Context: an optimization exercise on an open-source flow, tuned for small area, a short achievable clock period and few clock cycles. The choices shown serve that exercise and are no tape-out recipe.

==> flow/design.v <==
package sbda_pkg;
	localparam int VALUE_WIDTH_DEF = 32;
	localparam int BITS_PER_STAGE = 4;
	localparam int ND = 10;
	localparam int BW = 4 * (ND - 1) + 2;
	function automatic logic [BW-1:0] dabble1(input logic [BW-1:0] b, input logic bit_in);
		logic [BW-1:0] r;
		logic          c;
		c = bit_in;
		for (int d = 0; d < ND - 1; d++) begin
			logic d3, d2, d1, d0;
			{d3, d2, d1, d0} = b[d*4 +: 4];
			r[d*4]     = c;
			r[d*4 + 1] = (!d3 && !d2 && d0) || (d2 && d1 && !d0) || (d3 && !d0);
			r[d*4 + 2] = (d3 && !d0) || (!d2 && d1) || (d1 && d0);
			r[d*4 + 3] = (d3 && d0) || (d2 && !d1 && !d0);
			c = d3 || (d2 && (d1 || d0));
		end
		r[BW-2] = c;
		r[BW-1] = b[BW-2];
		dabble1 = r;
	endfunction
endpackage
module sbda_conv #(
	parameter int VALUE_WIDTH = sbda_pkg::VALUE_WIDTH_DEF
) (
	input  logic                          clk,
	input  logic                          arst_n,
	input  logic                          up_valid,
	output logic                          up_ready,
	input  logic [VALUE_WIDTH-1:0]        value,
	output logic                          dn_valid,
	input  logic                          dn_ready,
	output logic                          dn_neg,
	output logic [sbda_pkg::BW-1:0]       dn_bcd
);
	localparam int W  = VALUE_WIDTH;
	localparam int NN = W / 4;
	localparam int CW = $clog2(NN);
	localparam int BW = sbda_pkg::BW;
	logic          neg;
	logic [NN-1:0] nib_z, nib_f, low_z, nz;
	logic [CW-1:0] k0m1;
	logic          k0_z;
	logic [NN-1:0] above, top_oh, sel;
	logic [3:0]    f_nib;
	logic          f_bo;
	logic          f_busy;    
	logic          f_wait;    
	logic [CW-1:0] f_cnt;
	assign neg = value[W-1];
	always_comb begin
		for (int j = 0; j < NN; j++) begin
			nib_z[j] = (value[j*4 +: 4] == 4'h0);
			nib_f[j] = (value[j*4 +: 4] == 4'hF);
		end
		low_z[0] = 1'b1;
		for (int j = 1; j < NN; j++) low_z[j] = low_z[j-1] & nib_z[j-1];
		for (int j = 0; j < NN; j++)
			nz[j] = neg ? (!nib_f[j] || (!nib_z[j] && (j == 0 || nib_z[j == 0 ? 0 : j-1]))) : !nib_z[j];
		above[NN-1] = 1'b0;
		for (int j = NN - 2; j >= 0; j--) above[j] = above[j+1] | nz[j+1];
		for (int j = 0; j < NN; j++) begin
			top_oh[j] = (nz[j] || j == 0) && !above[j];
			sel[j]    = f_busy ? (f_cnt == CW'(j)) : top_oh[j];
		end
		k0_z  = !above[0];
		k0m1  = '0;
		f_nib = '0;
		f_bo  = 1'b0;
		for (int j = 0; j < NN; j++) begin
			if (top_oh[j]) k0m1 = k0m1 | CW'(j - 1);
			if (sel[j]) begin
				f_nib = f_nib | value[j*4 +: 4];
				f_bo  = f_bo | !low_z[j];
			end
		end
	end
	logic          c_v, c_first, c_last, c_neg, c_bo;
	logic [3:0]    c_nib;
	logic [BW-1:0] bcd;
	logic          d_done, d_neg;
	logic          d_accept, handoff, c_free, c_free_sure;
	logic          fetch_first, fetch_next;
	assign handoff     = d_done && dn_ready;
	assign d_accept    = c_v && (!d_done || dn_ready);
	assign c_free      = !c_v || d_accept;
	assign c_free_sure = !(c_v && c_first && d_done);
	assign fetch_first = up_valid && !f_busy && !f_wait && c_free;
	assign fetch_next  = f_busy && ((f_cnt == '0) ? c_free_sure : c_free);
	logic          rdy_q, rdy_nx;
	logic          f_wait_nx, f_busy_nx, c_v_nx, c_first_nx, d_done_nx;
	logic [CW-1:0] f_cnt_nx;
	always_comb begin
		f_wait_nx  = fetch_first && k0_z;
		f_busy_nx  = fetch_first ? !k0_z : (f_busy && !(fetch_next && f_cnt == '0));
		f_cnt_nx   = fetch_first ? k0m1 : (fetch_next ? f_cnt - 1'b1 : f_cnt);
		c_v_nx     = (fetch_first || fetch_next) || (c_v && !d_accept);
		c_first_nx = (fetch_first || fetch_next) ? fetch_first : c_first;
		d_done_nx  = d_accept ? c_last : (d_done && !handoff);
		rdy_nx     = f_wait_nx || (f_busy_nx && (f_cnt_nx == '0) && !(c_v_nx && c_first_nx && d_done_nx));
	end
	assign up_ready = rdy_q;
	always_ff @(posedge clk or negedge arst_n) begin
		if (!arst_n) begin
			f_busy <= 1'b0;
			f_wait <= 1'b0;
			rdy_q  <= 1'b0;
			c_v    <= 1'b0;
			d_done <= 1'b0;
		end else begin
			rdy_q <= rdy_nx;
			if (f_wait) f_wait <= 1'b0;
			if (fetch_first) begin
				if (k0_z) f_wait <= 1'b1;
				else f_busy <= 1'b1;
			end else if (fetch_next && f_cnt == '0) begin
				f_busy <= 1'b0;
			end
			if (fetch_first || fetch_next) c_v <= 1'b1;
			else if (d_accept) c_v <= 1'b0;
			if (d_accept) d_done <= c_last;
			else if (handoff) d_done <= 1'b0;
		end
	end
	always_ff @(posedge clk) begin
		if (fetch_first) f_cnt <= k0m1;
		else if (fetch_next) f_cnt <= f_cnt - 1'b1;
		if (fetch_first || fetch_next) begin
			c_nib   <= f_nib;
			c_bo    <= f_bo;
			c_neg   <= neg;
			c_first <= fetch_first;
			c_last  <= f_busy ? (f_cnt == '0) : k0_z;
		end
	end
	logic [3:0]    mbits;
	logic [BW-1:0] b_nx, b_dd, b_fv;
	always_comb begin
		logic orb;
		orb = c_bo;
		for (int t = 0; t < 4; t++) begin
			mbits[t] = c_nib[t] ^ (c_neg & orb);
			orb = orb | c_nib[t];
		end
		b_dd = bcd;
		for (int t = 3; t >= 0; t--) b_dd = sbda_pkg::dabble1(b_dd, mbits[t]);
		b_fv = '0;
		b_fv[7:0] = (mbits >= 4'd10) ? {4'd1, mbits - 4'd10} : {4'd0, mbits};
		b_nx = c_first ? b_fv : b_dd;
	end
	always_ff @(posedge clk) begin
		if (d_accept) begin
			bcd <= b_nx;
			if (c_first) d_neg <= c_neg;
		end
	end
	assign dn_valid = d_done;
	assign dn_neg   = d_neg;
	assign dn_bcd   = bcd;
endmodule
module sbda_ser (
	input  logic                    clk,
	input  logic                    arst_n,
	input  logic                    up_valid,
	output logic                    up_ready,
	input  logic                    up_neg,
	input  logic [sbda_pkg::BW-1:0] up_bcd,
	output logic                    char_valid,
	input  logic                    char_ready,
	output logic [7:0]              character,
	output logic                    last
);
	localparam int ND = sbda_pkg::ND;
	localparam int BW = sbda_pkg::BW;
	logic          s_busy, s_neg, s_atl;
	logic [3:0]    s_idx;
	logic [BW-1:0] s_bcd;
	logic          o_v, o_b4, o_last;
	logic [3:0]    o_lo;
	logic          k_v, k_b4, k_last;
	logic [3:0]    k_lo;
	logic          take;
	logic          e_b4, e_last;
	logic [3:0]    e_lo;
	logic          emit, fin, load;
	logic [3:0]    lead, dig;
	logic [4*ND-1:0] bcd_ext;
	assign emit     = s_busy && !k_v;
	assign take     = o_v && char_ready;
	assign e_b4     = !s_neg;
	assign e_lo     = s_neg ? 4'hD : dig;
	assign e_last   = s_atl;
	assign fin      = emit && s_atl;
	assign up_ready = !s_busy || fin;
	assign load     = up_valid && up_ready;
	always_comb begin
		lead = 4'd0;
		for (int d = 0; d < ND - 1; d++) if (up_bcd[d*4 +: 4] != 4'd0) lead = 4'(d);
		if (up_bcd[BW-1:BW-2] != 2'd0) lead = 4'(ND - 1);
		bcd_ext = {2'b00, s_bcd};
		dig = bcd_ext[s_idx*4 +: 4];
	end
	always_ff @(posedge clk or negedge arst_n) begin
		if (!arst_n) begin
			s_busy <= 1'b0;
			o_v    <= 1'b0;
			k_v    <= 1'b0;
		end else begin
			if (load) s_busy <= 1'b1;
			else if (fin) s_busy <= 1'b0;
			if (!o_v || take) o_v <= k_v || emit;
			if (k_v) k_v <= !take;
			else k_v <= emit && o_v && !take;
		end
	end
	always_ff @(posedge clk) begin
		if (!o_v || take) begin
			if (k_v) begin
				o_b4   <= k_b4;
				o_lo   <= k_lo;
				o_last <= k_last;
			end else if (emit) begin
				o_b4   <= e_b4;
				o_lo   <= e_lo;
				o_last <= e_last;
			end
		end
		if (emit && !k_v) begin
			k_b4   <= e_b4;
			k_lo   <= e_lo;
			k_last <= e_last;
		end
		if (load) begin
			s_neg <= up_neg;
			s_idx <= lead;
			s_bcd <= up_bcd;
			s_atl <= !up_neg && (lead == 4'd0);
		end else if (emit) begin
			if (s_neg) begin
				s_neg <= 1'b0;
				s_atl <= (s_idx == 4'd0);
			end else begin
				s_idx <= s_idx - 1'b1;
				s_atl <= (s_idx == 4'd1);
			end
		end
	end
	assign char_valid = o_v;
	assign character  = {3'b001, o_b4, o_lo};
	assign last       = o_last;
endmodule
module signed_binary_to_decimal_ascii_top #(
	parameter int VALUE_WIDTH = sbda_pkg::VALUE_WIDTH_DEF
) (
	input  logic                          clk,
	input  logic                          arst_n,
	input  logic                          value_valid,
	output logic                          value_ready,
	input  logic signed [VALUE_WIDTH-1:0] value,
	output logic                          char_valid,
	input  logic                          char_ready,
	output logic [7:0]                    character,
	output logic                          last
);
	logic                    cv_valid;
	logic                    cv_ready;
	logic                    cv_neg;
	logic [sbda_pkg::BW-1:0] cv_bcd;
	sbda_conv #(
		.VALUE_WIDTH(VALUE_WIDTH)
	) u_conv (
		.clk      (clk),
		.arst_n   (arst_n),
		.up_valid (value_valid),
		.up_ready (value_ready),
		.value    (value),
		.dn_valid (cv_valid),
		.dn_ready (cv_ready),
		.dn_neg   (cv_neg),
		.dn_bcd   (cv_bcd)
	);
	sbda_ser u_ser (
		.clk        (clk),
		.arst_n     (arst_n),
		.up_valid   (cv_valid),
		.up_ready   (cv_ready),
		.up_neg     (cv_neg),
		.up_bcd     (cv_bcd),
		.char_valid (char_valid),
		.char_ready (char_ready),
		.character  (character),
		.last       (last)
	);
endmodule
export LEC_CHECK = 0
export ABC_AREA = 1
export CAP_MARGIN = 20
export CORE_MARGIN = 2
export CORE_UTILIZATION = 40
export SETUP_SLACK_MARGIN = 1.5
export SLEW_MARGIN = 20
create_clock -name core_clock -period 4.0 [get_ports {clk}]
standard.sh (not shown) runs the stock make flow with config.mk's settings and CLKGATE_MAP_FILE= SYNTH_SCRIPT=/design/flow/synth_recipe.tcl, a recipe that flattens the netlist after the stock synthesis.
==> flow/flow/run.sh <==
#!/bin/bash
# Standard layout, with the port buffers made from buf_4 cells instead of the default pick.
bash standard.sh BUFFER_PORTS_ARGS="-buffer_cell sky130_fd_sc_hd__buf_4" finish > standard.log 2>&1
Rerun with:
--- a/flow/design.v
+++ b/flow/design.v
@@ -189,32 +189,41 @@
 	assign emit     = s_busy && !k_v;
 	assign take     = o_v && char_ready;
 	assign e_b4     = !s_neg;
 	assign e_lo     = s_neg ? 4'hD : dig;
 	assign e_last   = s_atl;
 	assign fin      = emit && s_atl;
-	assign up_ready = !s_busy || fin;
+	logic srdy_q;
+	logic s_busy_nx, s_atl_nx, k_v_nx;
+	assign up_ready = srdy_q;
 	assign load     = up_valid && up_ready;
 	always_comb begin
 		lead = 4'd0;
 		for (int d = 0; d < ND - 1; d++) if (up_bcd[d*4 +: 4] != 4'd0) lead = 4'(d);
 		if (up_bcd[BW-1:BW-2] != 2'd0) lead = 4'(ND - 1);
 		bcd_ext = {2'b00, s_bcd};
 		dig = bcd_ext[s_idx*4 +: 4];
 	end
+	always_comb begin
+		s_busy_nx = load || (s_busy && !fin);
+		if (load) s_atl_nx = !up_neg && (lead == 4'd0);
+		else if (emit) s_atl_nx = s_neg ? (s_idx == 4'd0) : (s_idx == 4'd1);
+		else s_atl_nx = s_atl;
+		k_v_nx = k_v ? !take : (emit && o_v && !take);
+	end
 	always_ff @(posedge clk or negedge arst_n) begin
 		if (!arst_n) begin
 			s_busy <= 1'b0;
+			srdy_q <= 1'b1;
 			o_v    <= 1'b0;
 			k_v    <= 1'b0;
 		end else begin
-			if (load) s_busy <= 1'b1;
-			else if (fin) s_busy <= 1'b0;
+			s_busy <= s_busy_nx;
+			srdy_q <= !s_busy_nx || (s_atl_nx && !k_v_nx);
 			if (!o_v || take) o_v <= k_v || emit;
-			if (k_v) k_v <= !take;
-			else k_v <= emit && o_v && !take;
+			k_v <= k_v_nx;
 		end
 	end
 	always_ff @(posedge clk) begin
 		if (!o_v || take) begin
 			if (k_v) begin
 				o_b4   <= k_b4;
@@ -228,25 +237,20 @@
 		end
 		if (emit && !k_v) begin
 			k_b4   <= e_b4;
 			k_lo   <= e_lo;
 			k_last <= e_last;
 		end
+		s_atl <= s_atl_nx;
 		if (load) begin
 			s_neg <= up_neg;
 			s_idx <= lead;
 			s_bcd <= up_bcd;
-			s_atl <= !up_neg && (lead == 4'd0);
 		end else if (emit) begin
-			if (s_neg) begin
-				s_neg <= 1'b0;
-				s_atl <= (s_idx == 4'd0);
-			end else begin
-				s_idx <= s_idx - 1'b1;
-				s_atl <= (s_idx == 4'd1);
-			end
+			if (s_neg) s_neg <= 1'b0;
+			else s_idx <= s_idx - 1'b1;
 		end
 	end
 	assign char_valid = o_v;
 	assign character  = {3'b001, o_b4, o_lo};
 	assign last       = o_last;
 endmodule
Result:
- worst hold slack is better by 5.3 ps
- area after synthesis rises by 0.38%
- via count stays flat
- cell area rises by 0.63%
- die area rises by 0.37%
- count of clock-buffer cells in the layout rises by 6
- utilization rises by 0.29 points
- register-to-register slack is worse by 120 ps
- routed wire length rises by 1.3%
- sequential cell count rises by 1
- global-route usage rises by 0.44 points
- setup slack is worse by 120 ps
- non-clock buffer count falls by 1
No functional check of the RTL was part of any run of this note.

---

Another version of the RTL of signed_binary_to_decimal_ascii_top (not shown whole).
For scale: roughly 1200 cells after synthesis, roughly 47 I/O pins, about 8400 um^2 of cells after synthesis.
==> module sbda_ser, before the edit <==
module sbda_ser (
	input  logic                    clk,
	input  logic                    arst_n,
	input  logic                    up_valid,
	output logic                    up_ready,
	input  logic                    up_neg,
	input  logic [sbda_pkg::BW-1:0] up_bcd,
	output logic                    char_valid,
	input  logic                    char_ready,
	output logic [7:0]              character,
	output logic                    last
);
	localparam int ND = sbda_pkg::ND;
	localparam int BW = sbda_pkg::BW;
	logic          s_busy, s_neg, s_atl, s_at2, s_at3;
	logic [3:0]    s_idx;
	logic [BW-1:0] s_bcd;
	logic          t_v, t_v2;
	logic [3:0]    t_hi, t_lo;
	logic          o_v, o_b4, o_last;
	logic [3:0]    o_lo;
	logic          emit, emit_s, fin, early, early3, load;
	logic [3:0]    lead, dig;
	logic [4*ND-1:0] bcd_ext;
	assign emit     = (s_busy || t_v) && (!o_v || char_ready);
	assign emit_s   = emit && !t_v;
	assign fin      = emit_s && s_atl;
	assign early    = emit_s && s_at2;
	assign early3   = emit_s && s_at3;
	assign up_ready = !s_busy || fin || early || early3;
	assign load     = up_valid && up_ready;
	always_comb begin
		lead = 4'd0;
		for (int d = 0; d < ND - 1; d++) if (up_bcd[d*4 +: 4] != 4'd0) lead = 4'(d);
		if (up_bcd[BW-1:BW-2] != 2'd0) lead = 4'(ND - 1);
		bcd_ext = {2'b00, s_bcd};
		dig = bcd_ext[s_idx*4 +: 4];
	end
	always_ff @(posedge clk or negedge arst_n) begin
		if (!arst_n) begin
			s_busy <= 1'b0;
			t_v    <= 1'b0;
			t_v2   <= 1'b0;
			o_v    <= 1'b0;
		end else begin
			if (load) s_busy <= 1'b1;
			else if (fin) s_busy <= 1'b0;
			if (load && (early || early3)) t_v <= 1'b1;
			else if (emit && !t_v2) t_v <= 1'b0;
			if (load && early3) t_v2 <= 1'b1;
			else if (emit) t_v2 <= 1'b0;
			if (emit) o_v <= 1'b1;
			else if (char_ready) o_v <= 1'b0;
		end
	end
	always_ff @(posedge clk) begin
		if (emit) begin
			o_b4   <= t_v || !s_neg;
			o_lo   <= t_v2 ? t_hi : (t_v ? t_lo : (s_neg ? 4'hD : dig));
			o_last <= t_v ? !t_v2 : s_atl;
		end
		if (load && (early || early3)) t_lo <= s_bcd[3:0];
		if (load && early3) t_hi <= s_bcd[7:4];
		if (load) begin
			s_neg <= up_neg;
			s_idx <= lead;
			s_bcd <= up_bcd;
			s_atl <= !up_neg && (lead == 4'd0);
			s_at2 <= up_neg ? (lead == 4'd0) : (lead == 4'd1);
			s_at3 <= up_neg ? (lead == 4'd1) : (lead == 4'd2);
		end else if (emit_s) begin
			if (s_neg) begin
				s_neg <= 1'b0;
				s_atl <= (s_idx == 4'd0);
				s_at2 <= (s_idx == 4'd1);
				s_at3 <= (s_idx == 4'd2);
			end else begin
				s_idx <= s_idx - 1'b1;
				s_atl <= (s_idx == 4'd1);
				s_at2 <= (s_idx == 4'd2);
				s_at3 <= (s_idx == 4'd3);
			end
		end
	end
	assign char_valid = o_v;
	assign character  = {3'b001, o_b4, o_lo};
	assign last       = o_last;
endmodule
export LEC_CHECK = 0
export ABC_AREA = 1
export CAP_MARGIN = 20
export CORE_MARGIN = 2
export CORE_UTILIZATION = 40
export CTS_BUF_LIST = sky130_fd_sc_hd__clkbuf_8
export CTS_CLUSTER_DIAMETER = 100
export CTS_CLUSTER_SIZE = 40
export SETUP_SLACK_MARGIN = 1.65
export SLEW_MARGIN = 20
create_clock -name core_clock -period 4.0 [get_ports {clk}]
Scripts as last shown in full above: flow/flow/run.sh
Then changed:
--- a/flow/design.v
+++ b/flow/design.v
@@ -170,84 +170,75 @@
 	input  logic                    char_ready,
 	output logic [7:0]              character,
 	output logic                    last
 );
 	localparam int ND = sbda_pkg::ND;
 	localparam int BW = sbda_pkg::BW;
-	logic          s_busy, s_neg, s_atl, s_at2, s_at3;
+	logic          s_busy, s_neg, s_atl, s_at2;
 	logic [3:0]    s_idx;
 	logic [BW-1:0] s_bcd;
-	logic          t_v, t_v2;
-	logic [3:0]    t_hi, t_lo;
-	logic          o_v, o_b4, o_last;
+	logic          t_v;
+	logic [3:0]    t_lo;
+	logic          o_v, o_last;
 	logic [3:0]    o_lo;
-	logic          emit, emit_s, fin, early, early3, load;
+	logic          emit, emit_s, fin, early, load;
 	logic [3:0]    lead, dig;
 	logic [4*ND-1:0] bcd_ext;
 	assign emit     = (s_busy || t_v) && (!o_v || char_ready);
 	assign emit_s   = emit && !t_v;
 	assign fin      = emit_s && s_atl;
 	assign early    = emit_s && s_at2;
-	assign early3   = emit_s && s_at3;
-	assign up_ready = !s_busy || fin || early || early3;
+	assign up_ready = !s_busy || fin || early;
 	assign load     = up_valid && up_ready;
 	always_comb begin
 		lead = 4'd0;
 		for (int d = 0; d < ND - 1; d++) if (up_bcd[d*4 +: 4] != 4'd0) lead = 4'(d);
 		if (up_bcd[BW-1:BW-2] != 2'd0) lead = 4'(ND - 1);
 		bcd_ext = {2'b00, s_bcd};
 		dig = bcd_ext[s_idx*4 +: 4];
 	end
 	always_ff @(posedge clk or negedge arst_n) begin
 		if (!arst_n) begin
 			s_busy <= 1'b0;
 			t_v    <= 1'b0;
-			t_v2   <= 1'b0;
 			o_v    <= 1'b0;
 		end else begin
 			if (load) s_busy <= 1'b1;
 			else if (fin) s_busy <= 1'b0;
-			if (load && (early || early3)) t_v <= 1'b1;
-			else if (emit && !t_v2) t_v <= 1'b0;
-			if (load && early3) t_v2 <= 1'b1;
-			else if (emit) t_v2 <= 1'b0;
+			if (load && early) t_v <= 1'b1;
+			else if (emit) t_v <= 1'b0;
 			if (emit) o_v <= 1'b1;
 			else if (char_ready) o_v <= 1'b0;
 		end
 	end
 	always_ff @(posedge clk) begin
 		if (emit) begin
-			o_b4   <= t_v || !s_neg;
-			o_lo   <= t_v2 ? t_hi : (t_v ? t_lo : (s_neg ? 4'hD : dig));
-			o_last <= t_v ? !t_v2 : s_atl;
-		end
-		if (load && (early || early3)) t_lo <= s_bcd[3:0];
-		if (load && early3) t_hi <= s_bcd[7:4];
+			o_lo   <= t_v ? t_lo : (s_neg ? 4'hD : dig);
+			o_last <= t_v || s_atl;
+		end
+		if (load && early) t_lo <= s_bcd[3:0];
 		if (load) begin
 			s_neg <= up_neg;
 			s_idx <= lead;
 			s_bcd <= up_bcd;
 			s_atl <= !up_neg && (lead == 4'd0);
 			s_at2 <= up_neg ? (lead == 4'd0) : (lead == 4'd1);
-			s_at3 <= up_neg ? (lead == 4'd1) : (lead == 4'd2);
 		end else if (emit_s) begin
 			if (s_neg) begin
 				s_neg <= 1'b0;
 				s_atl <= (s_idx == 4'd0);
 				s_at2 <= (s_idx == 4'd1);
-				s_at3 <= (s_idx == 4'd2);
 			end else begin
 				s_idx <= s_idx - 1'b1;
 				s_atl <= (s_idx == 4'd1);
 				s_at2 <= (s_idx == 4'd2);
-				s_at3 <= (s_idx == 4'd3);
 			end
 		end
 	end
 	assign char_valid = o_v;
-	assign character  = {3'b001, o_b4, o_lo};
+	assign character  = {3'b001, o_lo != 4'hD, o_lo};
 	assign last       = o_last;
 endmodule
 module signed_binary_to_decimal_ascii_top #(
 	parameter int VALUE_WIDTH = sbda_pkg::VALUE_WIDTH_DEF
 ) (
 	input  logic                          clk,
Wire length came out lower by about 7%.
Die area drops by about 4.5%.
Global-route usage is lower by 0.97 points.
Worst setup slack gets better by 0.083 ns.
Count of clock-buffer cells in the layout is lower by 8.
Area after synthesis falls by 4.6%.
Worst hold slack improves by 0.042 ns.
Sequential cell count shrinks by 7.
Maximum frequency grows by about 4%.
Function was not checked in any run of this note: the RTL went through the layout flow alone.

[separate check: timing with driven ports]
How much do the figures lean on ideal ports? The routed layouts below were timed once more, with nothing changed but the port constraints. Step 1: set_driving_cell puts a clkbuf_16 on clk and a buf_2 on each other input, an assumption about the parent block. Step 2 moves the port delays by t, midway between the first and last clock arrival at a register: inputs arrive t later, outputs are due t later. That takes back most of the time a late clock gives input paths. a / b / c = ideal ports / drivers / drivers and shift; a / b = the first two.
run | shift t [ns] | setup slack, ns | slew at the worst register clock pin (ns) | worst data-port slew with drivers (ns)
the first run of note 1 | 0.452 | 1.775 / 1.775 / 1.407 | 0.06 / 0.06 | 0.04
the second run of note 1 | 0.451 | 1.658 / 1.658 / 1.310 | 0.06 / 0.06 | 0.04
the first run of note 2 | 0.474 | 1.729 / 1.729 / 1.350 | 0.07 / 0.07 | 0.06
the second run of note 2 | 0.409 | 1.812 / 1.819 / 1.410 | 0.11 / 0.11 | 0.04
After both steps every run listed still meets setup and hold. The setup slack of the second run of note 2, which loses most, moves by +0.007 ns with the drivers and by -0.402 ns with both steps.
